This is an optimization exercise on Yosys and OpenROAD, whose aim is small area, a short achievable clock period and few clock cycles, not a production implementation. Where RTL was checked, it was by simulation tests only, not by an equivalence proof against the original. Function not checked in runs 1 to 3: the RTL went through the layout flow alone. Power figures rest on the tool's default switching activity, not on a simulated workload.

File: flow/config.mk
export PLATFORM = sky130hd
export DESIGN_NAME = keyword_tokenizer_unit
export DESIGN_NICKNAME = keyword_tokenizer_unit
export VERILOG_FILES = /design/flow/design.v
export SDC_FILE = /design/flow/constraint.sdc
export NUM_CORES = 4
export LEC_CHECK = 0
export ABC_CLOCK_PERIOD_IN_PS = 2500
export CAP_MARGIN = 20
export CORE_MARGIN = 2
export CORE_UTILIZATION = 40
export SETUP_SLACK_MARGIN = 4.0
export SLEW_MARGIN = 20
File: flow/constraint.sdc
create_clock -name core_clock -period 7.0 [get_ports {clk_i}]
set_input_delay 1.4000 -clock core_clock [delete_from_list [all_inputs] [get_ports {clk_i}]]
set_output_delay 1.4000 -clock core_clock [all_outputs]
set_load 0.01 [all_outputs]
File: flow/design.v
package kt_pkg;
  localparam int unsigned KW_COUNT = 14;
  localparam logic [4:0] KIND_END     = 5'd0;
  localparam logic [4:0] KIND_NUMBER  = 5'd11;
  localparam logic [4:0] KIND_SYMBOL  = 5'd12;
  localparam logic [4:0] KIND_KW_BASE = 5'd13;
  typedef struct packed {
    logic       dig;      
    logic       ltr;      
    logic       idc;      
    logic       has_tok;  
    logic [4:0] kind;     
    logic [2:0] dsplit;   
    logic [5:0] code;     
  } cls_t;
  function automatic cls_t classify(input logic [7:0] ch, input logic eoi);
    cls_t c;
    logic ws;
    c      = '0;
    ws     = (ch == 8'd32) || (ch >= 8'd9 && ch <= 8'd13);
    c.dig  = !eoi && (ch >= "0" && ch <= "9");
    c.ltr  = !eoi && ((ch >= "A" && ch <= "Z") || (ch >= "a" && ch <= "z"));
    c.idc  = c.dig || c.ltr || (!eoi && ch == "_");
    c.has_tok = eoi || !(ws || c.dig || c.ltr);
    c.code = {ch[5] & ~c.ltr, ch[4:0]};
    c.dsplit = {ch[2] | ch[3], ch[3], ch[1] | ch[3]};
    if (!eoi) begin
      case (ch)
        "+":      c.kind = 5'd1;
        "-":      c.kind = 5'd2;
        "^":      c.kind = 5'd3;
        "=":      c.kind = 5'd4;
        "<":      c.kind = 5'd5;
        ">":      c.kind = 5'd6;
        "[", "(": c.kind = 5'd7;
        "]", ")": c.kind = 5'd8;
        ";":      c.kind = 5'd9;
        ":":      c.kind = 5'd10;
        default:  c.kind = KIND_END;
      endcase
    end
    classify = c;
  endfunction
  function automatic logic [3:0] kw_len(input int idx);
    logic [3:0] l;
    case (idx)
      0:       l = 4'd2;
      1:       l = 4'd4;
      2:       l = 4'd5;
      3:       l = 4'd5;
      4:       l = 4'd3;
      5:       l = 4'd9;
      6:       l = 4'd6;
      7:       l = 4'd3;
      8:       l = 4'd3;
      9:       l = 4'd3;
      10:      l = 4'd2;
      11:      l = 4'd7;
      12:      l = 4'd4;
      default: l = 4'd6;
    endcase
    kw_len = l;
  endfunction
  function automatic logic [71:0] kw_text(input int idx);
    logic [71:0] w;
    case (idx)
      0:       w = "IF";
      1:       w = "ELSE";
      2:       w = "WHILE";
      3:       w = "BEGIN";
      4:       w = "END";
      5:       w = "PROCEDURE";
      6:       w = "DEFINE";
      7:       w = "SET";
      8:       w = "AND";
      9:       w = "XOR";
      10:      w = "OR";
      11:      w = "INTEGER";
      12:      w = "CHAR";
      default: w = "RETURN";
    endcase
    kw_text = w;
  endfunction
  function automatic logic [4:0] kw_char(input int idx, input int pos);
    logic [71:0] w;
    w = kw_text(idx);
    kw_char = w[8*(int'(kw_len(idx)) - 1 - pos) +: 5];
  endfunction
endpackage
module kt_ident_mem (
  input  logic        clk_i,
  input  logic        wr_en_i,
  input  logic [5:0]  wr_addr_i,
  input  logic [5:0]  wr_code_i,
  input  logic [7:0]  rd_row_i,     
  input  logic [7:0]  rd_lane_i,    
  output logic [55:0] rd_text_o
);
  logic [5:0] mem_q [64];
  always_ff @(posedge clk_i) begin
    for (int a = 0; a < 64; a++) begin
      if (wr_en_i && wr_addr_i == 6'(a)) begin
        mem_q[a] <= wr_code_i;
      end
    end
  end
  always_comb begin
    rd_text_o = '0;
    for (int l = 0; l < 8; l++) begin
      for (int r = 0; r < 8; r++) begin
        if (rd_row_i[r] && rd_lane_i[l]) begin
          rd_text_o[7*l +: 6] = rd_text_o[7*l +: 6] | mem_q[8*r+l];
        end
      end
      rd_text_o[7*l+6] = rd_lane_i[l] && !rd_text_o[7*l+5];
    end
  end
endmodule
module kt_kw_match (
  input  logic       clk_i,
  input  logic       rst_ni,
  input  logic       upd_i,     
  input  logic       clr_i,     
  input  logic [6:0] pos_i,     
  input  logic       let_i,
  input  logic [4:0] ch_i,      
  output logic       hit_o,
  output logic [4:0] kind_o
);
  logic [kt_pkg::KW_COUNT-1:0] cand_q;
  logic [kt_pkg::KW_COUNT-1:0] ok;
  always_comb begin
    for (int i = 0; i < kt_pkg::KW_COUNT; i++) begin
      ok[i] = 1'b0;
      for (int p = 0; p < int'(kt_pkg::kw_len(i)); p++) begin
        if (pos_i == 7'(p) && ch_i == kt_pkg::kw_char(i, p)) ok[i] = let_i;
      end
    end
  end
  always_ff @(posedge clk_i or negedge rst_ni) begin
    if (!rst_ni) begin
      cand_q <= '1;
    end else if (clr_i) begin
      cand_q <= '1;
    end else if (upd_i) begin
      cand_q <= cand_q & ok;
    end
  end
  always_comb begin
    hit_o  = 1'b0;
    kind_o = '0;
    for (int i = 0; i < kt_pkg::KW_COUNT; i++) begin
      if (cand_q[i] && pos_i == 7'(kt_pkg::kw_len(i))) begin
        hit_o  = 1'b1;
        kind_o = kind_o | (kt_pkg::KIND_KW_BASE + 5'(i));
      end
    end
  end
endmodule
module kt_out_reg (
  input  logic        clk_i,
  input  logic        rst_ni,
  input  logic        load_i,
  input  logic [4:0]  kind_i,
  input  logic        is_num_i,
  input  logic [6:0]  len_i,
  input  logic        is_chunk_i,
  input  logic [55:0] chunk_i,
  input  logic        last_i,
  output logic        free_o,
  output logic        num_shown_o,   
  output logic        valid_q_o,
  output logic        is_num_o,
  input  logic        out_ready_i,
  output logic [4:0]  token_kind_o,
  output logic [6:0]  text_length_o,
  output logic        is_chunk_o,
  output logic [63:0] text_chunk_o,
  output logic        last_o
);
  logic        valid_q;
  logic [4:0]  kind_q;
  logic        is_num_q;
  logic [6:0]  len_q;
  logic        is_chunk_q;
  logic [55:0] chunk_q;
  logic        last_q;
  assign free_o      = !valid_q || out_ready_i;
  assign num_shown_o = valid_q && is_num_q && !out_ready_i;
  always_ff @(posedge clk_i or negedge rst_ni) begin
    if (!rst_ni) begin
      valid_q <= 1'b0;
    end else if (free_o) begin
      valid_q <= load_i;
    end
  end
  always_ff @(posedge clk_i) begin
    if (free_o) begin
      kind_q     <= kind_i;
      is_num_q   <= is_num_i;
      len_q      <= len_i;
      is_chunk_q <= is_chunk_i;
      chunk_q    <= chunk_i;
      last_q     <= last_i;
    end
  end
  assign valid_q_o     = valid_q;
  assign is_num_o      = is_num_q;
  assign token_kind_o  = kind_q;
  assign text_length_o = len_q;
  assign is_chunk_o    = is_chunk_q;
  assign last_o        = last_q;
  always_comb begin
    for (int l = 0; l < 8; l++) begin
      text_chunk_o[8*l +: 8] = {1'b0, chunk_q[7*l +: 7]};
    end
  end
endmodule
module keyword_tokenizer_unit (
  input  logic        clk_i,
  input  logic        rst_ni,
  input  logic        in_valid_i,
  output logic        in_ready_o,
  input  logic [7:0]  char_in_i,
  input  logic        end_of_input_i,
  output logic        out_valid_o,
  input  logic        out_ready_i,
  output logic [4:0]  token_kind_o,
  output logic [31:0] number_value_o,
  output logic [6:0]  text_length_o,
  output logic        is_chunk_o,
  output logic [63:0] text_chunk_o,
  output logic        last_o
);
  logic         rdy_q;
  logic         ir_v_q, sk_v_q;
  logic [8:0]   sk_q;           
  kt_pkg::cls_t ir_q;           
  logic [8:0]   ir_src;
  logic         consume;
  logic         in_fire, ir_free, sk_v_d;
  assign ir_src     = sk_v_q ? sk_q : {end_of_input_i, char_in_i};
  assign in_ready_o = rdy_q;
  assign in_fire    = in_valid_i && rdy_q;
  assign ir_free    = !ir_v_q || consume;
  assign sk_v_d     = !ir_free && (sk_v_q || in_fire);
  always_ff @(posedge clk_i or negedge rst_ni) begin
    if (!rst_ni) begin
      rdy_q  <= 1'b1;
      ir_v_q <= 1'b0;
      sk_v_q <= 1'b0;
    end else begin
      rdy_q  <= !sk_v_d;
      ir_v_q <= !ir_free || sk_v_q || in_fire;
      sk_v_q <= sk_v_d;
    end
  end
  always_ff @(posedge clk_i) begin
    if (rdy_q) sk_q <= {end_of_input_i, char_in_i};
    if (ir_free) ir_q <= kt_pkg::classify(ir_src[7:0], ir_src[8]);
  end
  logic        m_num_q, m_id_q;    
  logic [31:0] acc_q;              
  logic [6:0]  len_q;              
  logic [2:0]  base_q;             
  logic [5:0]  wp_q;               
  logic        sq_ch_q;            
  logic [2:0]  sq_row_q;           
  logic [2:0]  sq_lrow_q;          
  logic [2:0]  sq_llane_q;         
  logic        sq_own_q;           
  logic [4:0]  sq_kind_q;
  kt_pkg::cls_t cls;
  assign cls = ir_q;
  logic out_free, num_shown, o_valid, o_is_num, o_is_chunk;
  logic [7:0]  n_row, n_lane;
  logic [55:0] n_chunk;
  logic kw_hit;
  logic [4:0] kw_kind;
  logic cont_num, cont_id, cont, pend, need_out, sym;
  logic end_only, start_id, start_num;
  logic sq_idle, can_out;
  logic wr_ok, act, lex_emit, wr_en;
  logic [2:0] wr_row;
  assign cont_num  = m_num_q && cls.dig;
  assign cont_id   = m_id_q && cls.idc && !len_q[6];
  assign cont      = cont_num || cont_id;
  assign pend      = m_num_q || m_id_q;
  assign need_out  = !cont && (pend || cls.has_tok);
  assign sym       = m_id_q && !kw_hit;
  assign end_only  = m_id_q && !cont && cls.ltr;    
  assign start_id  = !m_id_q && cls.ltr;
  assign start_num = !cont && cls.dig;
  assign sq_idle   = !sq_ch_q && !sq_own_q;
  assign can_out   = out_free && sq_idle;
  logic [7:0] blk_q;
  logic [7:0] wrow_q;              
  assign wr_row = wp_q[5:3];
  assign wr_ok  = !(|(blk_q & wrow_q));
  assign lex_emit = ir_v_q && need_out && can_out;
  assign wr_en    = ir_v_q && ((cont_id && wr_ok) ||
                               (start_id && (need_out ? can_out : wr_ok)));
  always_comb begin
    act = 1'b0;
    if (ir_v_q) begin
      if (cont_num)       act = !num_shown;
      else if (cont_id)   act = wr_ok;
      else if (need_out)  act = can_out;
      else if (start_id)  act = wr_ok;
      else if (start_num) act = !num_shown;
      else                act = 1'b1;
    end
  end
  assign consume = act && !end_only;
  always_ff @(posedge clk_i or negedge rst_ni) begin
    if (!rst_ni) begin
      m_num_q <= 1'b0;
      m_id_q  <= 1'b0;
      len_q   <= '0;
    end else if (act) begin
      if (!cont) begin
        m_num_q <= start_num;
        m_id_q  <= start_id;
      end
      if (wr_en)       len_q <= len_q + 7'd1;
      else if (!cont)  len_q <= '0;
    end
  end
  logic [30:0] acc_x5, ax_a, ax_b;
  logic [31:0] ax_g [6];
  logic [31:0] ax_p [6];
  always_comb begin
    ax_a     = acc_q[30:0];
    ax_b     = {acc_q[28:0], cls.dsplit[2:1]};
    ax_g[0]  = {ax_a & ax_b, cls.dsplit[0]};
    ax_p[0]  = {ax_a ^ ax_b, 1'b0};
    for (int l = 0; l < 5; l++) begin
      for (int i = 0; i < 32; i++) begin
        if (i >= (1 << l)) begin
          ax_g[l+1][i] = ax_g[l][i] | (ax_p[l][i] & ax_g[l][i - (1 << l)]);
          ax_p[l+1][i] = ax_p[l][i] & ax_p[l][i - (1 << l)];
        end else begin
          ax_g[l+1][i] = ax_g[l][i];
          ax_p[l+1][i] = ax_p[l][i];
        end
      end
    end
    acc_x5 = ax_p[0][31:1] ^ ax_g[5][30:0];
  end
  always_ff @(posedge clk_i) begin
    if (ir_v_q && cls.dig && !cont_id && !num_shown) begin
      acc_q <= m_num_q ? {acc_x5, cls.code[0]} : {28'd0, cls.code[3:0]};
    end
  end
  always_ff @(posedge clk_i or negedge rst_ni) begin
    if (!rst_ni) begin
      wp_q   <= '0;
      wrow_q <= 8'd1;
      base_q <= '0;
    end else if (wr_en) begin
      wp_q <= wp_q + 6'd1;
      if (wp_q[2:0] == 3'd7) wrow_q <= {wrow_q[6:0], wrow_q[7]};
    end else if (act && !cont && m_id_q) begin
      wp_q   <= {sym ? lrow + 3'd1 : base_q, 3'b000};
      wrow_q <= 8'(1) << (sym ? lrow + 3'd1 : base_q);
      if (sym) base_q <= lrow + 3'd1;
    end
  end
  logic       w_v_q;
  logic [5:0] w_addr_q, w_code_q;
  always_ff @(posedge clk_i or negedge rst_ni) begin
    if (!rst_ni) begin
      w_v_q <= 1'b0;
    end else begin
      w_v_q <= wr_en;
    end
  end
  always_ff @(posedge clk_i) begin
    w_addr_q <= wp_q;
    w_code_q <= cls.code;
  end
  logic sq_emit, sq_lastc;
  logic [6:0] len_m1;
  logic [2:0] lrow;
  logic [5:0] wp_m1;
  assign wp_m1 = wp_q - 6'd1;
  assign sq_emit  = out_free && !sq_idle;
  assign sq_lastc = (sq_row_q == sq_lrow_q);
  assign len_m1   = len_q - 7'd1;
  assign lrow     = wp_m1[5:3];
  always_ff @(posedge clk_i or negedge rst_ni) begin
    if (!rst_ni) begin
      sq_ch_q  <= 1'b0;
      sq_own_q <= 1'b0;
    end else if (lex_emit) begin
      sq_ch_q  <= sym;
      sq_own_q <= pend && cls.has_tok;
    end else if (sq_emit) begin
      if (sq_ch_q) sq_ch_q <= !sq_lastc;
      else         sq_own_q <= 1'b0;
    end
  end
  always_ff @(posedge clk_i) begin
    if (lex_emit) begin
      sq_row_q   <= base_q;
      sq_lrow_q  <= lrow;
      sq_llane_q <= len_m1[2:0];
      sq_kind_q  <= cls.kind;
    end else if (sq_emit && sq_ch_q) begin
      sq_row_q <= sq_row_q + 3'd1;
    end
  end
  always_ff @(posedge clk_i or negedge rst_ni) begin
    if (!rst_ni) begin
      blk_q <= '0;
    end else if (lex_emit && sym) begin
      for (int r = 0; r < 8; r++) begin
        blk_q[r] <= 3'(3'(r) - base_q) <= len_m1[5:3];
      end
    end else if (sq_emit && sq_ch_q) begin
      blk_q <= blk_q & ~n_row;
    end
  end
  kt_ident_mem u_mem (
    .clk_i     (clk_i),
    .wr_en_i   (w_v_q),
    .wr_addr_i (w_addr_q),
    .wr_code_i (w_code_q),
    .rd_row_i  (n_row),
    .rd_lane_i (n_lane),
    .rd_text_o (n_chunk)
  );
  kt_kw_match u_kw (
    .clk_i  (clk_i),
    .rst_ni (rst_ni),
    .upd_i  (wr_en),
    .clr_i  (act && !cont && m_id_q),
    .pos_i  (len_q),
    .let_i  (cls.ltr),
    .ch_i   (cls.code[4:0]),
    .hit_o  (kw_hit),
    .kind_o (kw_kind)
  );
  logic [4:0]  n_kind;
  logic        n_is_num;
  logic [6:0]  n_len;
  logic        n_is_chunk;
  logic        n_last;
  always_comb begin
    n_kind     = '0;
    n_is_num   = 1'b0;
    n_len      = '0;
    n_is_chunk = 1'b0;
    n_row      = '0;
    n_lane     = '0;
    n_last     = 1'b1;
    if (sq_idle) begin
      n_last = !sym && !(pend && cls.has_tok);
      if (m_num_q) begin
        n_kind   = kt_pkg::KIND_NUMBER;
        n_is_num = 1'b1;
      end else if (m_id_q) begin
        if (kw_hit) begin
          n_kind = kw_kind;
        end else begin
          n_kind = kt_pkg::KIND_SYMBOL;
          n_len  = len_q;
        end
      end else begin
        n_kind = cls.kind;
      end
    end else if (sq_ch_q) begin
      n_kind     = kt_pkg::KIND_SYMBOL;
      n_is_chunk = 1'b1;
      n_last     = sq_lastc && !sq_own_q;
      n_row      = 8'(1) << sq_row_q;
      n_lane     = '1;
      for (int l = 0; l < 8; l++) begin
        n_lane[l] = !sq_lastc || 3'(l) <= sq_llane_q;
      end
    end else begin
      n_kind = sq_kind_q;
    end
  end
  kt_out_reg u_out (
    .clk_i         (clk_i),
    .rst_ni        (rst_ni),
    .load_i        (lex_emit || sq_emit),
    .kind_i        (n_kind),
    .is_num_i      (n_is_num),
    .len_i         (n_len),
    .is_chunk_i    (n_is_chunk),
    .chunk_i       (n_chunk),
    .last_i        (n_last),
    .free_o        (out_free),
    .num_shown_o   (num_shown),
    .valid_q_o     (o_valid),
    .is_num_o      (o_is_num),
    .out_ready_i   (out_ready_i),
    .token_kind_o  (token_kind_o),
    .text_length_o (text_length_o),
    .is_chunk_o    (o_is_chunk),
    .text_chunk_o  (text_chunk_o),
    .last_o        (last_o)
  );
  assign out_valid_o    = o_valid;
  assign is_chunk_o     = o_is_chunk;
  assign number_value_o = acc_q & {32{o_is_num}};
endmodule
File: flow/flow/run.sh
#!/bin/bash
# Standard layout, with the port buffers made from plain buffers (buf_2) instead of the
# delay cell buffer_ports picks by default. Each tool's output goes to its own log here.
set -euo pipefail
bash standard.sh "BUFFER_PORTS_ARGS=-buffer_cell sky130_fd_sc_hd__buf_2" finish > standard.log 2>&1
File: flow/standard.sh
#!/bin/bash
# synth_recipe.tcl (not shown) runs the flow's synth.tcl, then flattens the netlist and writes it again
# the make line also repeats each setting of config.mk as NAME=value (left out here)
make -C /OpenROAD-flow-scripts/flow DESIGN_CONFIG=/design/flow/config.mk WORK_HOME=/design/flow/orfs CLKGATE_MAP_FILE= SYNTH_SCRIPT=/design/flow/synth_recipe.tcl "${@:-finish}"
==> results of run 1 <==
critical path: stages, from the launching register on:
cell and delay [ns]:
edfxtp_1 0.46, buf_12 0.19, and2_1 0.17, buf_2 0.14
registers in the layout (all words and copies together), names as in the netlist, 3 cells and up:
register       cells
blk_q              8
sq_lrow_q          3
sk_q               9
wrow_q             8
acc_q             32
u_out.len_q        7
base_q             3
sq_kind_q          4
w_code_q           6
u_mem.mem_q      384
u_kw.cand_q       14
len_q              7
u_out.kind_q       5
u_out.chunk_q     56
sq_llane_q         3
w_addr_q           6
sq_row_q           3
wp_q               6
ir_q              16
area by class of cell:
| type | count | area share [%] |
|---|---|---|
| flip-flops and latches | 592 | 60.3 |
| multi-input cells | 1102 | 25.6 |
| clock buffers | 73 | 5.30 |
| well taps | 846 | 3.67 |
| repair buffers | 153 | 3.14 |
| clock inverters | 34 | 1.37 |
| inverters | 46 | 0.624 |
| repair inverters | 1 | 0.0173 |
cells in the mapped netlist (all sizes together) (5+ instances only):
cell,number,area (um^2)
o21bai,6,45.0
clkbuf,73,274
o31a,9,78.8
a21o,23,173
o21a,9,67.6
xor2,22,193
or2,7,43.8
o21ai,65,325
dfrtp,39,976
mux2i,15,150
nand3b,5,37.5
nor2,157,589
nor2b,12,75.1
a22oi,66,495
o22ai,11,68.8
nand3,49,245
a31oi,51,319
o2bb2ai,5,43.8
and3,13,81.3
inv,45,169
edfxtp,525,15800
nand2b,9,56.3
and2,45,282
dfxtp,12,240
nand2,128,483
a21oi,67,335
o211ai,6,45.0
mux2,8,93.8
xnor2,18,158
dfstp,16,420
a222oi,97,971
ha,62,776
nor3,43,226
o32ai,6,52.6
buf,29,168
nand4,13,81.3
nor4,7,43.8
stage by stage:
step / setup slack, ns / hold slack [ns] / utilization (%) / std cells
global route: 3.91 / 0.369 / 46.1 / 2847
detailed placement: 3.07 / 0.346 / 42.6 / 2723
finish: 4.00 / 0.354 / 46.1 / 2847
floorplan: 3.79 / 0.323 / - / 1842
global placement: 3.17 / 0.330 / 42.6 / 2723
CTS: 3.97 / 0.361 / 45.8 / 2836
power breakdown:
group          switching, mW  internal, mW
clock                   1.36          1.78
combinational           2.75          1.49
sequential             0.501          4.93
what timing repair did:
| item | 4_1_cts | 5_1_grt |
|---|---|---|
| pin swaps | 0 | 4 |
| buffers inserted | 5 | 11 |
| resized for setup | 11 | 23 |
| cloned | 1 | 0 |
| endpoints found under the setup margin | 66 | 84 |
final timing paths:
check                               startpoint                  to  slack, ns  depth (start not counted)
worst max-delay path            u_out.is_num_q  number_value_o[31]       4.00                          3
worst min-delay path                   ir_q[5]         w_code_q[5]       0.35                          0
min in group asynchronous               rst_ni              sk_v_q       0.87                          2
worst max register to register         sq_ch_q   u_out.chunk_q[55]       4.11                          6
worst min register to register         ir_q[5]         w_code_q[5]       0.35                          0
max in group asynchronous               rst_ni            blk_q[4]       5.62                          2
layer usage:
layer  track usage (%)  routed length, um
met4              5.00               1390
met5                 0                  0
met2              31.0              29700
met3              3.01               4220
met1              26.3              27100
cells by family (layout without fill, tap and decap cells):
family                   count (synthesis)  after routing
AO/OA/AOI/OAI                          465            465
buffers and inverters                  148            307
flip-flops                             592            592
multiplexers                            23             23
adder cells (fa/ha/maj)                 63             63
AND/OR/NAND/NOR                        503            503
other                                    1              8
XOR/XNOR                                40             40
==> results.py, run 1 <==
metrics = {
    "status": {
        "outcome": "timing/DRC/antenna clean",
    },
    "layout": {
        "layout_common_cells": "edfxtp_1 (525), nor2_1 (154), nand2_1 (124)",
        "multi_input_area_mm2": 0.00739,
        "final_cell_area_mm2": 0.0289,
        "final_common_cell": "edfxtp_1",
        "nets": 2031,
        "antenna_cells": 0,
        "fillerInstances": 5599,
        "area_growth_pct": 14.6,
        "drive_gt1_share_pct": 16.2,
        "register_area_mm2": 0.0174,
    },
    "critical_path": {
        "worstSetupPathType": "reg -> out",
        "start_kind": "register",
        "critPathArrivalTime_ns": 1.60,
        "end_kind": "output port",
        "worst-path-max-fanout": 16,
        "cp.required_ns": 5.60,
    },
    "placed_design": {
        "place_congestion": 0.870,
        "hpwl_um": 38900,
        "io_buffers": 116,
        "dpl_cell_area_mm2": 0.0267,
    },
    "sta": {
        "period_share_pct": 42.9,
        "setup_tns_ns": 0,
        "hold_viol_final": 0,
        "maxSlewHeadroom_pct": 30.3,
        "fmax_mhz": 333,
        "fin_crit_ns": 3.00,
        "report.final.slew_viol_count": 0,
        "finClkSkew_ns": 0.0615,
        "worst_pin_slew_ns": 1.04,
        "rsz0062_at_grt": "yes",
        "setup_viol": 0,
    },
    "floorplanning": {
        "initial_core_util_pct": 40.2,
        "die_w_um": 255,
        "core_region_area_mm2": 0.0626,
        "num_rows": 92,
        "die-area_mm2": 0.0650,
        "die-height_um": 255,
        "ios": 125,
    },
    "yosys": {
        "yosys_warnings": 7,
        "ys_ff_latch": 592,
        "synth-seq-area-share_pct": 69.1,
        "synthFlopType": "edfxtp_1",
        "synth_compound_gate_area_share_pct": 13.5,
        "synth_edf_count": 525,
        "synthMuxAreaShare_pct": 0.968,
        "synth_top_family_by_area": "compound AO/OA/AOI/OAI gates",
        "ys_types": 79,
        "synth_simple_gate_area_share_pct": 9.42,
        "synthCells": 1835,
        "synth_area_mm2": 0.0252,
        "synthXorXnorAreaFrac_pct": 1.39,
        "synth_fa_ha_area_share_pct": 3.16,
        "avgSynthCellArea_um2": 13.7,
        "synthArstFlopShare_pct": 9.29,
    },
    "clock_network": {
        "tritoncts": "built",
        "worstSkewPairLatency_ns": 0.66,
        "htreeDepth": 2,
        "hold_buffers": 0,
        "cts.path.max_buffers": 3,
        "root_buffer": "clkbuf_16",
        "cts.sinks": 592,
        "path_clk_slew_ns": 0.06,
        "numCtsBuffers": 59,
    },
    "drt": {
        "drtAntennaViolNets": 0,
        "drtIter0Drc": 1770,
        "route.detailed.drc": 0,
        "drtPass1Iterations": 7,
        "vias_per_cell": 5.71,
        "num_vias": 16300,
        "routed_wl_um": 62400,
        "post_drt_wl_per_cell_um": 21.9,
    },
    "job": {
        "maxCapViolations": 0,
    },
    "global_route": {
        "globalRouteTotalUtil_pct": 18.9,
        "grt_pass1_wl_um": 94300,
        "grt_max_degree": 65,
        "grt_remaining_overflow": 0,
        "grt_pass1_vias": 15800,
        "antenna_found_initial": 0,
    },
    "pwr": {
        "power_density_mw_per_mm2": 444,
        "power_mw": 12.8,
        "leakage_nw": 10.1,
        "ir_drop_uv": 298,
    },
    "worst_hold_path": {
        "min-delay-path-class": "reg -> reg",
    },
}
==> run 2, diff against run 1 <==
--- a/flow/design.v
+++ b/flow/design.v
@@ -121,5 +121,4 @@
   input  logic       rst_ni,
   input  logic       upd_i,     
-  input  logic       clr_i,     
   input  logic [6:0] pos_i,     
   input  logic       let_i,
@@ -138,11 +137,7 @@
     end
   end
-  always_ff @(posedge clk_i or negedge rst_ni) begin
-    if (!rst_ni) begin
-      cand_q <= '1;
-    end else if (clr_i) begin
-      cand_q <= '1;
-    end else if (upd_i) begin
-      cand_q <= cand_q & ok;
+  always_ff @(posedge clk_i) begin
+    if (upd_i) begin
+      cand_q <= (cand_q | {kt_pkg::KW_COUNT{pos_i == 7'd0}}) & ok;
     end
   end
@@ -435,5 +430,4 @@
     .rst_ni (rst_ni),
     .upd_i  (wr_en),
-    .clr_i  (act && !cont && m_id_q),
     .pos_i  (len_q),
     .let_i  (cls.ltr),
--- a/flow/config.mk
+++ b/flow/config.mk
@@ -10,4 +10,7 @@
 export CORE_MARGIN = 2
 export CORE_UTILIZATION = 40
+export CTS_BUF_LIST = sky130_fd_sc_hd__clkbuf_16
+export CTS_CLUSTER_DIAMETER = 80
+export CTS_CLUSTER_SIZE = 30
 export SETUP_SLACK_MARGIN = 4.0
 export SLEW_MARGIN = 20
==> run 2 against run 1 <==
Effect of this change: still clean; cell count fell by 2.9%; clock power decreased by 33%; wire length fell by 1.1%; first-iteration DRC count up 15%; clock-buffer cell count decreased by 42; setup slack better by 0.017 ns.
==> results.py, run 2 <==
metrics = {
    "global_route": {
        "globalRouteTotalUtil_pct": 18.6,
        "grt_pass1_vias": 15200,
        "antenna_found_initial": 0,
        "grt_pass1_wl_um": 92600,
        "grt_max_degree": 65,
        "grt_remaining_overflow": 0,
    },
    "sta": {
        "worst_pin_slew_ns": 1.10,
        "rsz0062_at_grt": "yes",
        "hold_viol_final": 0,
        "fmax_mhz": 335,
        "finClkSkew_ns": 0.0344,
        "setup_viol": 0,
        "maxSlewHeadroom_pct": 26.3,
        "setup_tns_ns": 0,
        "setup_ws_ns": 4.01,
        "report.final.slew_viol_count": 0,
        "fin_crit_ns": 2.99,
        "period_share_pct": 42.7,
    },
    "yosys": {
        "synth-seq-area-share_pct": 69.4,
        "synth_top_cell_area_share_pct": 64.3,
        "synthArstFlopShare_pct": 6.93,
        "synthCells": 1805,
        "yosysTopAreaCell": "edfxtp_1",
        "netlist_top_cells_count": "edfxtp_1 (539), nor2_1 (148), nand2_1 (132)",
        "ys_types": 89,
        "synth_edf_count": 539,
        "yosys_warnings": 7,
        "synth.area.top_cells": "edfxtp_1 (64%), dfrtp_1 (3.9%), a222oi_1 (3.8%)",
        "synthFlopType": "edfxtp_1",
        "synth_area_mm2": 0.0252,
        "avgSynthCellArea_um2": 13.9,
        "ys_ff_latch": 592,
        "synth.most_common_cell": "edfxtp_1",
    },
    "clock_network": {
        "htreeDepth": 1,
        "hold_buffers": 0,
        "worstSkewPairLatency_ns": 0.63,
        "tritoncts": "built",
        "root_buffer": "clkbuf_16",
        "cts.path.max_buffers": 3,
        "numCtsBuffers": 30,
        "cts.sinks": 592,
        "path_clk_slew_ns": 0.12,
    },
    "drt": {
        "routed_wl_um": 61700,
        "num_vias": 15800,
        "vias_per_cell": 5.73,
        "route.detailed.drc": 0,
        "drtIter0Drc": 2031,
        "drtAntennaViolNets": 0,
        "post_drt_wl_per_cell_um": 22.3,
        "drtPass1Iterations": 9,
    },
    "critical_path": {
        "cp.required_ns": 7.36,
        "max_stage_delay_ns": 0.54,
        "worst-path-max-fanout": 34,
        "path_cells": "ha_1 -> and3_2 -> buf_4 -> a222oi_1 -> a31oi_1 -> nor3_1",
        "slowest_stage": "a222oi_1",
        "critPathBufInv": 1,
        "cp-startpoint": "sq_row_q[0]",
        "critPathArrivalTime_ns": 3.35,
        "regToRegStartpoint": "sq_row_q[0]",
        "end_kind": "register",
        "start_kind": "register",
        "worstSetupPathType": "reg -> reg",
        "worst_r2r_path_depth": 6,
        "critPathTopFamily": "compound AO/OA/AOI/OAI gates",
        "crit_cells": 6,
    },
    "worst_hold_path": {
        "min-delay-path-class": "reg -> reg",
        "hold_start": "ir_q[5]",
        "min_path_cells": 0,
    },
    "layout": {
        "register_area_mm2": 0.0175,
        "drive_gt1_share_pct": 15.6,
        "multi_input_area_mm2": 0.00740,
        "area_growth_pct": 11.5,
        "top_register": "u_mem.mem_q",
        "largest_reg_flops": 384,
        "final_common_cell": "edfxtp_1",
        "fillerInstances": 5533,
        "antenna_cells": 0,
        "layout_common_cells": "edfxtp_1 (539), nor2_1 (147), nand2_1 (127)",
        "reg_top3": "u_mem.mem_q x384, u_out.chunk_q x56, acc_q x32",
        "nets": 1985,
    },
    "floorplanning": {
        "core_region_area_mm2": 0.0619,
        "ios": 125,
        "num_rows": 91,
        "die-area_mm2": 0.0649,
        "die_w_um": 255,
        "die-height_um": 255,
        "initial_core_util_pct": 40.6,
    },
    "job": {
        "maxCapViolations": 0,
    },
    "status": {
        "outcome": "timing/DRC/antenna clean",
    },
    "pwr": {
        "leakage_nw": 9.58,
        "power_density_mw_per_mm2": 405,
        "power_mw": 11.4,
        "ir_drop_uv": 273,
    },
    "placed_design": {
        "place_ws_ns": 2.53,
        "place_congestion": 0.872,
        "io_buffers": 116,
        "hpwl_um": 39300,
    },
}
run 2: area by class of cell:
| type | instances | area share (%) |
|---|---|---|
| Sequential cell | 592 | 62.2 |
| Multi-Input combinational cell | 1084 | 26.4 |
| Tap cell | 837 | 3.73 |
| Timing Repair Buffer | 157 | 3.34 |
| Clock buffer | 31 | 2.76 |
| Clock inverter | 19 | 0.919 |
| Inverter | 43 | 0.606 |
| Timing Repair inverter | 1 | 0.0178 |
run 2: cells by family (layout without fill, tap and decap cells):
| group | Yosys count | in the layout | synth area share, % |
|---|---|---|---|
| muxes | 15 | 15 | 0.652 |
| adders and majority gates | 63 | 63 | 3.16 |
| and+or+nand+nor | 515 | 515 | 9.85 |
| xor gates and xnor gates | 43 | 43 | 1.50 |
| buffers and inverters | 136 | 251 | 2.32 |
| DFF | 592 | 592 | 69.4 |
| AOI/OAI and AO/OA | 440 | 440 | 13.1 |
| other | 1 | 8 | 0.0149 |
run 2: stage by stage:
| stage | area (um^2) | cells | hold WS [ns] | utilization [%] |
|---|---|---|---|---|
| 2_1_floorplan | 25300 | 1812 | 0.323 | - |
| 3_3_place_gp | 26600 | 2692 | 0.331 | 43.0 |
| 3_5_place_dp | 26600 | 2692 | 0.327 | 43.0 |
| 4_1_cts | 27800 | 2749 | 0.369 | 44.9 |
| 5_1_grt | 28100 | 2764 | 0.395 | 45.3 |
| 6_report | 28100 | 2764 | 0.372 | 45.3 |
run 2: worst paths after layout:
path                                     end  slack, ns
min reg2reg                      w_code_q[5]       0.37
max reg2reg                u_out.chunk_q[34]       4.01
max                        u_out.chunk_q[34]       4.01
min in group asynchronous             m_id_q       0.68
max in group asynchronous          wrow_q[0]       5.76
min                              w_code_q[5]       0.37
run 2: what timing repair did:
item / in CTS / in global routing
resized for setup: 9 / 31
pin swaps: 3 / 21
gates cloned: 1 / 0
setup endpoints to repair: 109 / 54
setup buffers: 6 / 14
run 2: metal layers:
layer | part of all wire, % | track usage (%) | wire [um]
met4 | 2.0 | 4.43 | 1240
met2 | 47 | 30.3 | 29300
met1 | 44 | 26.7 | 27100
met3 | 6.6 | 2.29 | 4050
met5 | 0 | 0 | 0
run 2: power breakdown:
group	switching (mW)	internal, mW	total (mW)
logic	2.59	1.35	3.94
clock network	1.22	0.874	2.10
registers	0.462	4.87	5.34
==> run 3, diff against run 2 <==
--- a/flow/design.v
+++ b/flow/design.v
@@ -164,5 +164,4 @@
   input  logic        last_i,
   output logic        free_o,
-  output logic        num_shown_o,   
   output logic        valid_q_o,
   output logic        is_num_o,
@@ -182,5 +181,4 @@
   logic        last_q;
   assign free_o      = !valid_q || out_ready_i;
-  assign num_shown_o = valid_q && is_num_q && !out_ready_i;
   always_ff @(posedge clk_i or negedge rst_ni) begin
     if (!rst_ni) begin
@@ -268,5 +266,5 @@
   kt_pkg::cls_t cls;
   assign cls = ir_q;
-  logic out_free, num_shown, o_valid, o_is_num, o_is_chunk;
+  logic out_free, o_valid, o_is_num, o_is_chunk;
   logic [7:0]  n_row, n_lane;
   logic [55:0] n_chunk;
@@ -275,5 +273,5 @@
   logic cont_num, cont_id, cont, pend, need_out, sym;
   logic end_only, start_id, start_num;
-  logic sq_idle, can_out;
+  logic sq_idle;
   logic wr_ok, act, lex_emit, wr_en;
   logic [2:0] wr_row;
@@ -288,24 +286,38 @@
   assign start_num = !cont && cls.dig;
   assign sq_idle   = !sq_ch_q && !sq_own_q;
-  assign can_out   = out_free && sq_idle;
   logic [7:0] blk_q;
   logic [7:0] wrow_q;              
   assign wr_row = wp_q[5:3];
   assign wr_ok  = !(|(blk_q & wrow_q));
-  assign lex_emit = ir_v_q && need_out && can_out;
-  assign wr_en    = ir_v_q && ((cont_id && wr_ok) ||
-                               (start_id && (need_out ? can_out : wr_ok)));
-  always_comb begin
-    act = 1'b0;
-    if (ir_v_q) begin
-      if (cont_num)       act = !num_shown;
-      else if (cont_id)   act = wr_ok;
-      else if (need_out)  act = can_out;
-      else if (start_id)  act = wr_ok;
-      else if (start_num) act = !num_shown;
-      else                act = 1'b1;
+  logic [1:0] act_r, lex_emit_r, wr_en_r, sq_emit_r, acc_we_r;
+  for (genvar r = 0; r < 2; r++) begin : g_rdy
+    logic free_r, can_out_r, num_shown_r;
+    assign free_r      = !o_valid || (r == 1);
+    assign can_out_r   = free_r && sq_idle;
+    assign num_shown_r = o_valid && o_is_num && (r == 0);
+    assign lex_emit_r[r] = ir_v_q && need_out && can_out_r;
+    assign wr_en_r[r]    = ir_v_q && ((cont_id && wr_ok) ||
+                                      (start_id && (need_out ? can_out_r : wr_ok)));
+    assign sq_emit_r[r]  = free_r && !sq_idle;
+    assign acc_we_r[r]   = ir_v_q && cls.dig && !cont_id && !num_shown_r;
+    always_comb begin
+      act_r[r] = 1'b0;
+      if (ir_v_q) begin
+        if (cont_num)       act_r[r] = !num_shown_r;
+        else if (cont_id)   act_r[r] = wr_ok;
+        else if (need_out)  act_r[r] = can_out_r;
+        else if (start_id)  act_r[r] = wr_ok;
+        else if (start_num) act_r[r] = !num_shown_r;
+        else                act_r[r] = 1'b1;
+      end
     end
   end
-  assign consume = act && !end_only;
+  logic acc_we, sq_emit;
+  assign act      = act_r[out_ready_i];
+  assign lex_emit = lex_emit_r[out_ready_i];
+  assign wr_en    = wr_en_r[out_ready_i];
+  assign sq_emit  = sq_emit_r[out_ready_i];
+  assign acc_we   = acc_we_r[out_ready_i];
+  assign consume  = act && !end_only;
   always_ff @(posedge clk_i or negedge rst_ni) begin
     if (!rst_ni) begin
@@ -344,5 +356,5 @@
   end
   always_ff @(posedge clk_i) begin
-    if (ir_v_q && cls.dig && !cont_id && !num_shown) begin
+    if (acc_we) begin
       acc_q <= m_num_q ? {acc_x5, cls.code[0]} : {28'd0, cls.code[3:0]};
     end
@@ -375,10 +387,9 @@
     w_code_q <= cls.code;
   end
-  logic sq_emit, sq_lastc;
+  logic sq_lastc;
   logic [6:0] len_m1;
   logic [2:0] lrow;
   logic [5:0] wp_m1;
   assign wp_m1 = wp_q - 6'd1;
-  assign sq_emit  = out_free && !sq_idle;
   assign sq_lastc = (sq_row_q == sq_lrow_q);
   assign len_m1   = len_q - 7'd1;
@@ -488,5 +499,4 @@
     .last_i        (n_last),
     .free_o        (out_free),
-    .num_shown_o   (num_shown),
     .valid_q_o     (o_valid),
     .is_num_o      (o_is_num),
--- a/flow/config.mk
+++ b/flow/config.mk
@@ -11,6 +11,6 @@
 export CORE_UTILIZATION = 40
 export CTS_BUF_LIST = sky130_fd_sc_hd__clkbuf_16
-export CTS_CLUSTER_DIAMETER = 80
-export CTS_CLUSTER_SIZE = 30
+export CTS_CLUSTER_DIAMETER = 60
+export CTS_CLUSTER_SIZE = 24
 export SETUP_SLACK_MARGIN = 4.0
 export SLEW_MARGIN = 20
==> run 3 against run 2 <==
Effect of this change: clock skew grew 0.0023 ns; via count rose by 4.8%; cell count grew 2.4%; combinational power rose by 14%; power up 10%; clock power increased by 26%; non-clock buffer count decreased by 5; clock-buffer cell count rose by 12; sequential power up 1%; wire length rose by 1.9%; setup slack better by 0.038 ns; global-route usage about the same.
==> results.py, run 3 <==
metrics = {
    "status": {
        "outcome": "timing/DRC/antenna clean",
    },
    "pwr": {
        "ir_drop_uv": 241,
        "power.share.switching_pct": 38.4,
        "power_density_mw_per_mm2": 439,
        "clkPwrFrac_pct": 21.1,
        "p_seq_share_pct": 43.1,
        "p_switching_mw": 4.81,
        "comb_power_share_pct": 35.7,
        "p_int_mw": 7.73,
        "leakage_nw": 9.78,
        "power_mw": 12.5,
    },
    "global_route": {
        "grt_pass1_wl_um": 96100,
        "antenna_found_initial": 0,
        "grt_max_degree": 65,
        "grt_pass1_vias": 16100,
        "globalRouteTotalUtil_pct": 18.7,
        "grt_remaining_overflow": 0,
    },
    "drt": {
        "drtAntennaViolNets": 0,
        "post_drt_wl_per_cell_um": 22.2,
        "routed_wl_um": 62900,
        "drtIter0Drc": 1859,
        "route.detailed.drc": 0,
        "drtPass1Iterations": 8,
        "num_vias": 16600,
        "vias_per_cell": 5.86,
    },
    "clock_network": {
        "cts.path.max_buffers": 3,
        "worstSkewPairLatency_ns": 0.60,
        "root_buffer": "clkbuf_16",
        "tritoncts": "built",
        "cts.sinks": 592,
        "htreeDepth": 2,
        "path_clk_slew_ns": 0.08,
        "numCtsBuffers": 42,
        "hold_buffers": 0,
    },
    "worst_hold_path": {
        "min-delay-path-class": "reg -> reg",
    },
    "yosys": {
        "synth_area_mm2": 0.0254,
        "synth_edf_count": 539,
        "yosysTopAreaCell": "edfxtp_1",
        "synth_top_cell_area_share_pct": 63.8,
        "ys_ff_latch": 592,
        "synthFlopType": "edfxtp_1",
        "synthCells": 1846,
        "avgSynthCellArea_um2": 13.7,
        "synth-seq-area-share_pct": 68.8,
        "synth.most_common_cell": "edfxtp_1",
        "yosys_warnings": 7,
        "ys_types": 91,
        "synth.area.top_cells": "edfxtp_1 (64%), dfrtp_1 (3.8%), a222oi_1 (3.8%)",
        "netlist_top_cells_count": "edfxtp_1 (539), nor2_1 (164), nand2_1 (103)",
        "synthArstFlopShare_pct": 6.93,
    },
    "floorplanning": {
        "num_rows": 92,
        "die_w_um": 256,
        "ios": 125,
        "initial_core_util_pct": 40.4,
        "die-area_mm2": 0.0655,
        "core_region_area_mm2": 0.0629,
        "die-height_um": 256,
    },
    "sta": {
        "hold_viol_final": 0,
        "fmax_mhz": 339,
        "rsz0062_at_grt": "yes",
        "finClkSkew_ns": 0.0368,
        "period_share_pct": 42.1,
        "fin_crit_ns": 2.95,
        "maxSlewHeadroom_pct": 26.1,
        "setup_viol": 0,
        "setup_tns_ns": 0,
        "report.final.slew_viol_count": 0,
        "worst_pin_slew_ns": 1.10,
    },
    "layout": {
        "fillerInstances": 5613,
        "final_common_cell": "edfxtp_1",
        "nets": 2029,
        "final_core_util_pct": 45.5,
        "drive_gt1_share_pct": 15.3,
        "largest_reg_flops": 384,
        "reg_top3": "u_mem.mem_q x384, u_out.chunk_q x56, acc_q x32",
        "antenna_cells": 0,
        "top_register": "u_mem.mem_q",
        "final_cell_area_mm2": 0.0286,
        "layout_common_cells": "edfxtp_1 (539), nor2_1 (163), buf_2 (116)",
        "area_growth_pct": 12.6,
    },
    "placed_design": {
        "dpl_cell_area_mm2": 0.0268,
        "place_congestion": 0.851,
        "hpwl_um": 39100,
        "io_buffers": 116,
    },
    "critical_path": {
        "start_kind": "register",
        "endpoint": "number_value_o[0]",
        "worst_r2r_path_depth": 6,
        "max_stage_delay_ns": 0.46,
        "end_kind": "output port",
        "worst-path-max-fanout": 17,
        "critPathArrivalTime_ns": 1.55,
        "regToRegStartpoint": "sq_ch_q",
        "path_cells": "buf_8 -> and2_1 -> buf_2",
        "slowest_stage": "edfxtp_1",
        "cp.required_ns": 5.60,
        "reg2reg_slack_ns": 4.06,
        "worstSetupPathType": "reg -> out",
        "cp-startpoint": "u_out.is_num_q",
        "r2r_end": "u_out.chunk_q[41]",
    },
    "job": {
        "maxCapViolations": 0,
    },
}
==> run 3: how the worst min path moves through the flow <==
stage	start	endpoint	slack, ns	cells after the start
floorplan	ir_q[5]	w_code_q[5]	0.32	0
global placement	ir_q[5]	w_code_q[5]	0.42	0
detailed placement	ir_q[5]	w_code_q[5]	0.43	0
CTS	ir_q[5]	w_code_q[5]	0.46	0
global route	ir_q[5]	w_code_q[5]	0.47	0
finish	ir_q[5]	w_code_q[5]	0.45	0
==> run 3: critical path: cells and delay by family, from the launching register on <==
family	cells	cell delay (ns)
buffers and inverters	2	0.34
DFF	1	0.46
and+or+nand+nor	1	0.15
==> run 3: final cells by class <==
type / instances / area (um^2) / area share [%]
repair buffers: 152 / 871 / 3.05
well taps: 846 / 1060 / 3.70
flip-flops and latches: 592 / 17500 / 61.1
clock buffers: 43 / 1080 / 3.77
clock inverters: 32 / 393 / 1.38
repair inverters: 1 / 7.51 / 0.0263
multi-input cells: 1103 / 7460 / 26.1
inverters: 61 / 240 / 0.841
==> run 3: repair_timing <==
item / in CTS / in global routing
endpoints found under the setup margin: 72 / 75
setup buffers: 6 / 11
pin swaps: 3 / 10
cloned: 1 / 1
resized for setup: 10 / 32
==> run 3: power by group through the flow <==
stage	sequential (mW)	clock (mW)	combinational, mW
finish	5.41	2.65	4.48
global route	5.48	2.82	4.94
CTS	5.40	2.70	4.37
detailed placement	5.50	0	4.26
global placement	5.49	0	4.16
floorplan	5.51	0	2.78
==> run 3: layer usage <==
metal / wire [um] / track usage [%]
met1: 27400 / 25.9
met2: 29800 / 30.8
met3: 4380 / 2.88
met4: 1290 / 4.61
met5: 0 / 0
==> run 3: metrics by stage <==
stage / hold slack [ns] / worst slack (ns) / std cells
6_report: 0.448 / 4.05 / 2830
5_1_grt: 0.475 / 3.98 / 2830
4_1_cts: 0.456 / 3.91 / 2818
3_5_place_dp: 0.428 / 2.92 / 2736
3_3_place_gp: 0.416 / 2.96 / 2736
2_1_floorplan: 0.323 / 3.63 / 1853
==> run 3: logic make-up (layout without fill, tap and decap cells) <==
logic type / after synthesis / in the layout / share of synthesized area (%)
flops: 592 / 592 / 68.8
simple gates: 513 / 514 / 9.94
compound gates: 468 / 468 / 13.6
buf+inv: 159 / 289 / 2.67
fa+ha+maj: 63 / 63 / 3.14
xor+xnor: 35 / 35 / 1.21
mux: 15 / 15 / 0.621
other cells: 1 / 8 / 0.0148
==> run 4, diff against run 3 <==
--- a/flow/design.v
+++ b/flow/design.v
@@ -264,4 +264,6 @@
   logic        sq_own_q;           
   logic [4:0]  sq_kind_q;
+  logic        sl_v_q;             
+  logic [4:0]  sl_kind_q;
   kt_pkg::cls_t cls;
   assign cls = ir_q;
@@ -285,10 +287,12 @@
   assign start_id  = !m_id_q && cls.ltr;
   assign start_num = !cont && cls.dig;
-  assign sq_idle   = !sq_ch_q && !sq_own_q;
+  assign sq_idle   = !sq_ch_q && !sq_own_q && !sl_v_q;
   logic [7:0] blk_q;
   logic [7:0] wrow_q;              
   assign wr_row = wp_q[5:3];
   assign wr_ok  = !(|(blk_q & wrow_q));
-  logic [1:0] act_r, lex_emit_r, wr_en_r, sq_emit_r, acc_we_r;
+  logic [1:0] act_r, lex_emit_r, wr_en_r, sq_emit_r, acc_we_r, enq_r;
+  logic       lone;
+  assign lone = !cont && !pend && cls.has_tok;
   for (genvar r = 0; r < 2; r++) begin : g_rdy
     logic free_r, can_out_r, num_shown_r;
@@ -300,4 +304,5 @@
                                       (start_id && (need_out ? can_out_r : wr_ok)));
     assign sq_emit_r[r]  = free_r && !sq_idle;
+    assign enq_r[r]      = ir_v_q && lone && !can_out_r && !sl_v_q;
     assign acc_we_r[r]   = ir_v_q && cls.dig && !cont_id && !num_shown_r;
     always_comb begin
@@ -306,4 +311,5 @@
         if (cont_num)       act_r[r] = !num_shown_r;
         else if (cont_id)   act_r[r] = wr_ok;
+        else if (lone)      act_r[r] = can_out_r || !sl_v_q;
         else if (need_out)  act_r[r] = can_out_r;
         else if (start_id)  act_r[r] = wr_ok;
@@ -313,5 +319,5 @@
     end
   end
-  logic acc_we, sq_emit;
+  logic acc_we, sq_emit, enq;
   assign act      = act_r[out_ready_i];
   assign lex_emit = lex_emit_r[out_ready_i];
@@ -319,4 +325,5 @@
   assign sq_emit  = sq_emit_r[out_ready_i];
   assign acc_we   = acc_we_r[out_ready_i];
+  assign enq      = enq_r[out_ready_i];
   assign consume  = act && !end_only;
   always_ff @(posedge clk_i or negedge rst_ni) begin
@@ -403,9 +410,21 @@
       sq_own_q <= pend && cls.has_tok;
     end else if (sq_emit) begin
-      if (sq_ch_q) sq_ch_q <= !sq_lastc;
-      else         sq_own_q <= 1'b0;
+      if (sq_ch_q)       sq_ch_q <= !sq_lastc;
+      else if (sq_own_q) sq_own_q <= 1'b0;
+    end
+  end
+  always_ff @(posedge clk_i or negedge rst_ni) begin
+    if (!rst_ni) begin
+      sl_v_q <= 1'b0;
+    end else if (enq) begin
+      sl_v_q <= 1'b1;
+    end else if (sq_emit && !sq_ch_q && !sq_own_q) begin
+      sl_v_q <= 1'b0;
     end
   end
   always_ff @(posedge clk_i) begin
+    if (enq) sl_kind_q <= cls.kind;
+  end
+  always_ff @(posedge clk_i) begin
     if (lex_emit) begin
       sq_row_q   <= base_q;
@@ -484,6 +503,8 @@
         n_lane[l] = !sq_lastc || 3'(l) <= sq_llane_q;
       end
-    end else begin
+    end else if (sq_own_q) begin
       n_kind = sq_kind_q;
+    end else begin
+      n_kind = sl_kind_q;
     end
   end
--- a/flow/config.mk
+++ b/flow/config.mk
@@ -13,4 +13,4 @@
 export CTS_CLUSTER_DIAMETER = 60
 export CTS_CLUSTER_SIZE = 24
-export SETUP_SLACK_MARGIN = 4.0
+export SETUP_SLACK_MARGIN = 4.3
 export SLEW_MARGIN = 20
==> run 4 against run 3 <==
Effect of this change: clock-buffer cell count grew 1; non-clock buffer count grew 58; via count shrank 0.12%; critical endpoint is now acc_q[27]; critical path type is now reg -> reg; cell count grew 1.1%.
==> results.py, run 4 <==
metrics = {
    "drt": {
        "post_drt_wl_per_cell_um": 22.5,
        "num_vias": 16600,
        "route.detailed.drc": 0,
        "vias_per_cell": 5.79,
        "routed_wl_um": 64500,
        "drtAntennaViolNets": 0,
        "drtPass1Iterations": 7,
        "drtIter0Drc": 1825,
    },
    "layout": {
        "area_growth_pct": 18.0,
        "nets": 2061,
        "layout_common_cells": "edfxtp_1 (543), nor2_1 (142), nand2_1 (105)",
        "reg_top3": "u_mem.mem_q x384, u_out.chunk_q x56, acc_q x32",
        "largest_reg_flops": 384,
        "fillerInstances": 5463,
        "final_core_util_pct": 47.7,
        "register_area_mm2": 0.0176,
        "top_register": "u_mem.mem_q",
        "layout.cells.non_filler": 2862,
        "final_common_cell": "edfxtp_1",
        "drive_gt1_share_pct": 22.5,
        "multi_input_area_mm2": 0.00807,
    },
    "sta": {
        "fmax_mhz": 334,
        "hold_viol_final": 0,
        "period_share_pct": 42.8,
        "setup_viol": 0,
        "maxSlewHeadroom_pct": 28.3,
        "worst_pin_slew_ns": 1.07,
        "report.final.slew_viol_count": 0,
        "rsz0062_at_grt": "yes",
        "setup_tns_ns": 0,
        "finClkSkew_ns": 0.0434,
        "fin_crit_ns": 3.00,
    },
    "clock_network": {
        "cts.sinks": 597,
        "numCtsBuffers": 42,
        "path_clk_slew_ns": 0.08,
        "root_buffer": "clkbuf_16",
        "htreeDepth": 2,
        "cts.path.max_buffers": 3,
        "tritoncts": "built",
        "worstSkewPairLatency_ns": 0.60,
    },
    "yosys": {
        "synth_edf_count": 543,
        "synth.area.top_cells": "edfxtp_1 (64%), dfrtp_1 (3.9%), a222oi_1 (3.8%)",
        "synth_top_family_by_area": "compound AO/OA/AOI/OAI gates",
        "synth.most_common_cell": "edfxtp_1",
        "ys_ff_latch": 597,
        "synth_area_mm2": 0.0254,
        "synth-seq-area-share_pct": 69.2,
        "synthFlopType": "edfxtp_1",
        "synthMuxAreaShare_pct": 0.881,
        "yosys_warnings": 7,
        "synthXorXnorAreaFrac_pct": 1.27,
        "synth_simple_gate_area_share_pct": 9.73,
        "synth_top_cell_area_share_pct": 64.1,
        "netlist_top_cells_count": "edfxtp_1 (543), nor2_1 (148), nand2_1 (109)",
        "ys_types": 87,
        "synthArstFlopShare_pct": 7.04,
        "yosysTopAreaCell": "edfxtp_1",
        "synth_fa_ha_area_share_pct": 3.13,
        "synthCells": 1821,
        "avgSynthCellArea_um2": 14.0,
        "synth_compound_gate_area_share_pct": 13.5,
    },
    "floorplanning": {
        "core_region_area_mm2": 0.0630,
        "die-height_um": 256,
        "die_w_um": 256,
        "num_rows": 92,
        "die-area_mm2": 0.0656,
        "initial_core_util_pct": 40.4,
        "ios": 125,
    },
    "placed_design": {
        "placed_cells": 2714,
        "place_congestion": 0.884,
        "hpwl_um": 39100,
        "io_buffers": 116,
    },
    "pwr": {
        "power.share.switching_pct": 35.7,
        "p_switching_mw": 4.20,
        "p_seq_share_pct": 45.2,
        "p_int_mw": 7.58,
        "leakage_nw": 10.4,
        "clkPwrFrac_pct": 22.5,
        "power_mw": 11.8,
        "ir_drop_uv": 290,
        "power_density_mw_per_mm2": 392,
        "comb_power_share_pct": 32.3,
    },
    "critical_path": {
        "slowest_stage": "or4_4",
        "path_cells": "ha_4 -> and4_4 -> nand2_2 -> or4_4 -> a31o_4 -> a211o_1 -> buf_4 -> and2_4 -> o21ai_0 -> and3_1",
        "max_stage_delay_ns": 0.55,
        "end_kind": "register",
        "worst-path-max-fanout": 3,
        "start_kind": "register",
        "critPathArrivalTime_ns": 3.47,
        "worstSetupPathType": "reg -> reg",
        "cp.required_ns": 7.47,
    },
    "global_route": {
        "grt_pass1_wl_um": 99100,
        "antenna_found_initial": 2,
        "grt_max_degree": 79,
        "grt_remaining_overflow": 0,
        "globalRouteTotalUtil_pct": 19.4,
        "grt_pass1_vias": 16700,
    },
    "status": {
        "outcome": "timing/DRC/antenna clean",
    },
    "worst_hold_path": {
        "min-delay-path-class": "reg -> reg",
    },
    "job": {
        "maxCapViolations": 0,
    },
}
-- run 4: power groups by stage --
stage | Sequential, mW | Clock (mW) | Combinational, mW
after floorplan | 5.38 | 0 | 2.06
after global placement | 5.42 | 0 | 3.16
after detailed placement | 5.44 | 0 | 3.23
after CTS | 5.31 | 2.71 | 3.63
after global routing | 5.38 | 2.83 | 4.15
final | 5.32 | 2.65 | 3.81
-- run 4: path summary, 6_finish.rpt --
kind | startpoint | end | slack, ns | depth (start not counted)
worst max-delay path | acc_q[10] | acc_q[27] | 4.00 | 10
worst min-delay path | ir_q[5] | w_code_q[5] | 0.42 | 0
worst max register to register | acc_q[10] | acc_q[27] | 4.00 | 10
worst min register to register | ir_q[5] | w_code_q[5] | 0.42 | 0
max in group asynchronous | rst_ni | len_q[5] | 5.63 | 2
min in group asynchronous | rst_ni | m_num_q | 0.88 | 2
-- run 4: logic make-up (layout without fill, tap and decap cells) --
group                      count (synthesis)  in the layout
DFF                                      597            597
and+or+nand+nor                          499            499
AOI/OAI and AO/OA                        463            463
buffers and inverters                    140            327
adders and majority gates                 63             63
xor gates and xnor gates                  37             37
muxes                                     21             21
other                                      1              9
-- run 4: worst max-delay path: cells and delay by family, from the launching register on --
kind            cells  cell delay, ns
simple gates        5            1.15
compound gates      3            0.73
flops               1            0.51
fa+ha+maj           1            0.33
buf+inv             1            0.15
-- run 4: cell type report --
cell class,instances,area share [%]
Clock inverter,30,1.30
Tap cell,846,3.53
Clock buffer,44,3.67
Timing Repair Buffer,210,5.28
Multi-Input combinational cell,1091,26.9
Sequential cell,597,58.7
Antenna cell,1,0.00834
Inverter,43,0.621
-- run 4: stage by stage --
step                hold slack [ns]  worst slack, ns  area [um^2]
floorplan                     0.323             4.19        25700
global placement              0.402             3.66        27100
detailed placement            0.393             3.61        27100
CTS                           0.419             3.99        29600
global route                  0.428             3.96        30000
finish                        0.421             4.00        30000
-- run 4: timing repair --
action / 4_1_cts / 5_1_grt
pin swaps: 28 / 33
setup buffers: 56 / 15
hold buffers: 0 / 0
gates cloned: 2 / 0
setup endpoints to repair: 156 / 82
hold endpoints to repair: 0 / 0
resized for setup: 104 / 73
-- run 4: routing by layer --
layer | track usage [%] | vias to the layer above | wire (um)
li1 | - | 7529 | -
met1 | 26.2 | 8332 | 27600
met2 | 32.4 | 602 | 31300
met3 | 2.35 | 107 | 3790
met4 | 6.48 | 0 | 1850
met5 | 0 | - | 0
Testbench counts of run 4, summed over its fixed seeds: cycles 24,445.
==> run 5, diff against run 4 <==
--- a/flow/config.mk
+++ b/flow/config.mk
@@ -13,4 +13,4 @@
 export CTS_CLUSTER_DIAMETER = 60
 export CTS_CLUSTER_SIZE = 24
-export SETUP_SLACK_MARGIN = 4.3
+export SETUP_SLACK_MARGIN = 4.0
 export SLEW_MARGIN = 20
==> run 5 against run 4 <==
Effect of this change: still clean on timing, DRC and antenna; global-route usage decreased by 0.96 points; cell count fell by 1.0%; synthesized cell count unchanged; clock-buffer cell count decreased by 2; clock skew shrank 0.0039 ns; critical path depth unchanged; wire length shrank 3.9%; first-iteration DRC count down 10%; non-clock buffer count down 32; cell area is 3.1% lower; sequential cell count stayed put; utilization decreased by 1.5 points; critical endpoint unchanged; highest routed layer unchanged.
==> results.py, run 5 <==
metrics = {
    "status": {
        "outcome": "timing/DRC/antenna clean",
    },
    "sta": {
        "rsz0062_at_grt": "yes",
        "worst_pin_slew_ns": 1.09,
        "report.final.slew_viol_count": 0,
        "fmax_mhz": 329,
        "setup_viol": 0,
        "setup_tns_ns": 0,
        "fin_crit_ns": 3.04,
        "period_share_pct": 43.4,
        "finClkSkew_ns": 0.0395,
        "maxSlewHeadroom_pct": 27.1,
        "hold_viol_final": 0,
    },
    "yosys": {
        "ys_types": 87,
        "yosys_warnings": 7,
        "synth.area.top_cells": "edfxtp_1 (64%), dfrtp_1 (3.9%), a222oi_1 (3.8%)",
        "synth.most_common_cell": "edfxtp_1",
        "synthArstFlopShare_pct": 7.04,
        "yosysTopAreaCell": "edfxtp_1",
        "synth-seq-area-share_pct": 69.2,
        "synth_top_cell_area_share_pct": 64.1,
        "ys_ff_latch": 597,
        "synthCells": 1821,
        "synth_edf_count": 543,
        "synthFlopType": "edfxtp_1",
        "avgSynthCellArea_um2": 14.0,
        "synth_area_mm2": 0.0254,
        "netlist_top_cells_count": "edfxtp_1 (543), nor2_1 (148), nand2_1 (109)",
    },
    "worst_hold_path": {
        "hold_start": "ir_q[5]",
        "min_path_cells": 0,
        "min-delay-path-class": "reg -> reg",
        "min_to": "w_code_q[5]",
    },
    "clock_network": {
        "path_clk_slew_ns": 0.08,
        "root_buffer": "clkbuf_16",
        "hold_buffers": 0,
        "tritoncts": "built",
        "worstSkewPairLatency_ns": 0.61,
        "cts.sinks": 597,
        "numCtsBuffers": 42,
        "htreeDepth": 2,
        "cts.path.max_buffers": 3,
    },
    "drt": {
        "drtIter0Drc": 1639,
        "drtAntennaViolNets": 0,
        "num_vias": 16300,
        "vias_per_cell": 5.76,
        "route.detailed.drc": 0,
        "post_drt_wl_per_cell_um": 21.9,
        "routed_wl_um": 62000,
        "drtPass1Iterations": 8,
    },
    "floorplanning": {
        "die-height_um": 256,
        "ios": 125,
        "die_w_um": 256,
        "core_region_area_mm2": 0.0630,
        "die-area_mm2": 0.0656,
        "num_rows": 92,
        "initial_core_util_pct": 40.4,
    },
    "layout": {
        "largest_reg_flops": 384,
        "layout_common_cells": "edfxtp_1 (543), nor2_1 (145), buf_2 (115)",
        "fillerInstances": 5566,
        "final_cell_area_mm2": 0.0291,
        "reg_top3": "u_mem.mem_q x384, u_out.chunk_q x56, acc_q x32",
        "area_growth_pct": 14.4,
        "final_common_cell": "edfxtp_1",
        "top_register": "u_mem.mem_q",
        "nets": 2030,
        "drive_gt1_share_pct": 17.6,
        "antenna_cells": 0,
    },
    "job": {
        "maxCapViolations": 0,
    },
    "critical_path": {
        "regToRegStartpoint": "acc_q[11]",
        "critPathArrivalTime_ns": 3.40,
        "worst_r2r_path_depth": 10,
        "cp.required_ns": 7.36,
        "worst-path-max-fanout": 3,
        "reg2reg_slack_ns": 3.96,
        "end_kind": "register",
        "start_kind": "register",
        "r2r_end": "acc_q[27]",
        "worstSetupPathType": "reg -> reg",
    },
    "placed_design": {
        "io_buffers": 116,
        "dpl_cell_area_mm2": 0.0269,
        "hpwl_um": 38400,
        "place_congestion": 0.901,
    },
    "pwr": {
        "ir_drop_uv": 223,
        "power_density_mw_per_mm2": 391,
        "leakage_nw": 10.0,
        "power_mw": 11.4,
    },
    "global_route": {
        "grt_max_degree": 79,
        "grt_pass1_vias": 15800,
        "grt_remaining_overflow": 0,
        "antenna_found_initial": 0,
        "globalRouteTotalUtil_pct": 18.4,
        "grt_pass1_wl_um": 94500,
    },
}
-- run 5: cell count changes in the layout (fill, tap and decap cells not counted), moves of 5 or more --
cell	before	now
a21oi_1	47	52
and2_4	20	2
and2_1	27	46
buf_4	67	56
and3_4	6	1
buf_2	98	115
buf_6	37	4
-- run 5: through the flow --
step	worst slack, ns	cells	utilization [%]	hold WS, ns
after floorplan	3.73	1828	-	0.323
after global placement	2.88	2710	42.7	0.415
after detailed placement	2.81	2710	42.7	0.399
after CTS	3.93	2802	45.5	0.399
after global routing	3.91	2833	46.2	0.407
final	3.96	2833	46.2	0.405
-- run 5: per-layer routing --
layer  vias to the layer above  wire length (um)  global-route usage, %  share of wire [%]
met5                         -                 0                      0                  0
met4                         0              1510                   5.39                2.4
met3                        87              3730                   2.79                6.0
met2                       548             29900                   30.3                 48
met1                      8189             26900                   25.3                 43
li1                       7485                 -                      -                  -
-- run 5: cells by family (layout without fill, tap and decap cells) --
family,after synthesis,in the layout,synth area share (%)
AO/OA/AOI/OAI,463,463,13.5
XOR/XNOR,37,37,1.27
adder cells (fa/ha/maj),63,63,3.13
buffers and inverters,140,299,2.27
flip-flops,597,597,69.2
multiplexers,21,21,0.880
other,1,8,0.0147
AND/OR/NAND/NOR,499,499,9.73
-- run 5: what timing repair did --
action	in CTS	in global routing
pin swaps	7	19
resized for setup	36	38
setup buffers	14	31
cloned	1	0
endpoints found under the setup margin	114	58
-- run 5: final cells by class --
| class | count | area (um^2) | share of cell area [%] |
|---|---|---|---|
| sequential | 597 | 17600 | 60.6 |
| timing repair inverter | 1 | 7.51 | 0.0258 |
| clock inverter | 35 | 423 | 1.45 |
| clock buffer | 42 | 1050 | 3.61 |
| multi-input combinational | 1091 | 7650 | 26.3 |
| timing repair buffer | 178 | 1100 | 3.79 |
| tap | 846 | 1060 | 3.64 |
| inverter | 43 | 176 | 0.606 |
-- run 5: critical path, stage by stage, from the launching register on --
cell	delay, ns
edfxtp_1	0.45
buf_6	0.15
ha_4	0.26
and4_4	0.24
nand2_2	0.05
or4_4	0.57
a31o_4	0.25
a211o_1	0.29
nor4b_4	0.15
or2_1	0.22
and3_1	0.16
-- run 5: worst max-delay path by stage --
stage | depth (start not counted) | startpoint | slack [ns] | to
floorplan | 2 | out_ready_i | 3.73 | acc_q[0]
global placement | 9 | out_ready_i | 2.88 | wrow_q[7]
detailed placement | 9 | out_ready_i | 2.81 | wrow_q[7]
CTS | 9 | acc_q[8] | 3.93 | acc_q[27]
global route | 9 | acc_q[0] | 3.91 | acc_q[27]
finish | 10 | acc_q[11] | 3.96 | acc_q[27]
-- run 5: where the power goes --
part / internal, mW / leakage [nW] / switching (mW)
Clock: 1.24 / 0.726 / 1.38
Sequential: 4.85 / 5.67 / 0.574
Combinational: 1.23 / 3.63 / 2.10
Total: 7.31 / 10.0 / 4.05

afterwards: timing with drivers on the ports:
Ports are ideal in the flow. The routed layouts listed here were re-timed in OpenROAD.
Step 1, drivers: a clkbuf_16 drives clk_i and a buf_2 each remaining input, both assumed.
Step 2 times the ports against the registers' clock, not the clock port: input delays grow and output delays shrink by t, the midpoint of the rising clock arrivals with the driver on.
Three values: ideal, step 1, step 2; two values: the first two.
| run | t, ns | setup WS [ns] | worst hold slack (ns) | pins driven straight from the clock port |
|---|---|---|---|---|
| run 1 | 0.691 | 3.997 / 3.932 / 3.459 | 0.354 / 0.354 / 0.354 | 1 |
| run 2 | 0.675 | 4.014 / 3.982 / 3.554 | 0.372 / 0.372 / 0.372 | 1 |
| run 3 | 0.647 | 4.052 / 3.987 / 3.558 | 0.448 / 0.448 / 0.448 | 1 |
| run 4 | 0.644 | 4.003 / 3.961 / 3.775 | 0.421 / 0.421 / 0.421 | 1 |
| run 5 | 0.653 | 3.960 / 3.960 / 3.478 | 0.405 / 0.405 / 0.405 | 1 |
After both steps every run listed still meets setup and hold. The setup slack of run 1, which loses most, moves by -0.065 ns with the drivers and by -0.538 ns with both steps.
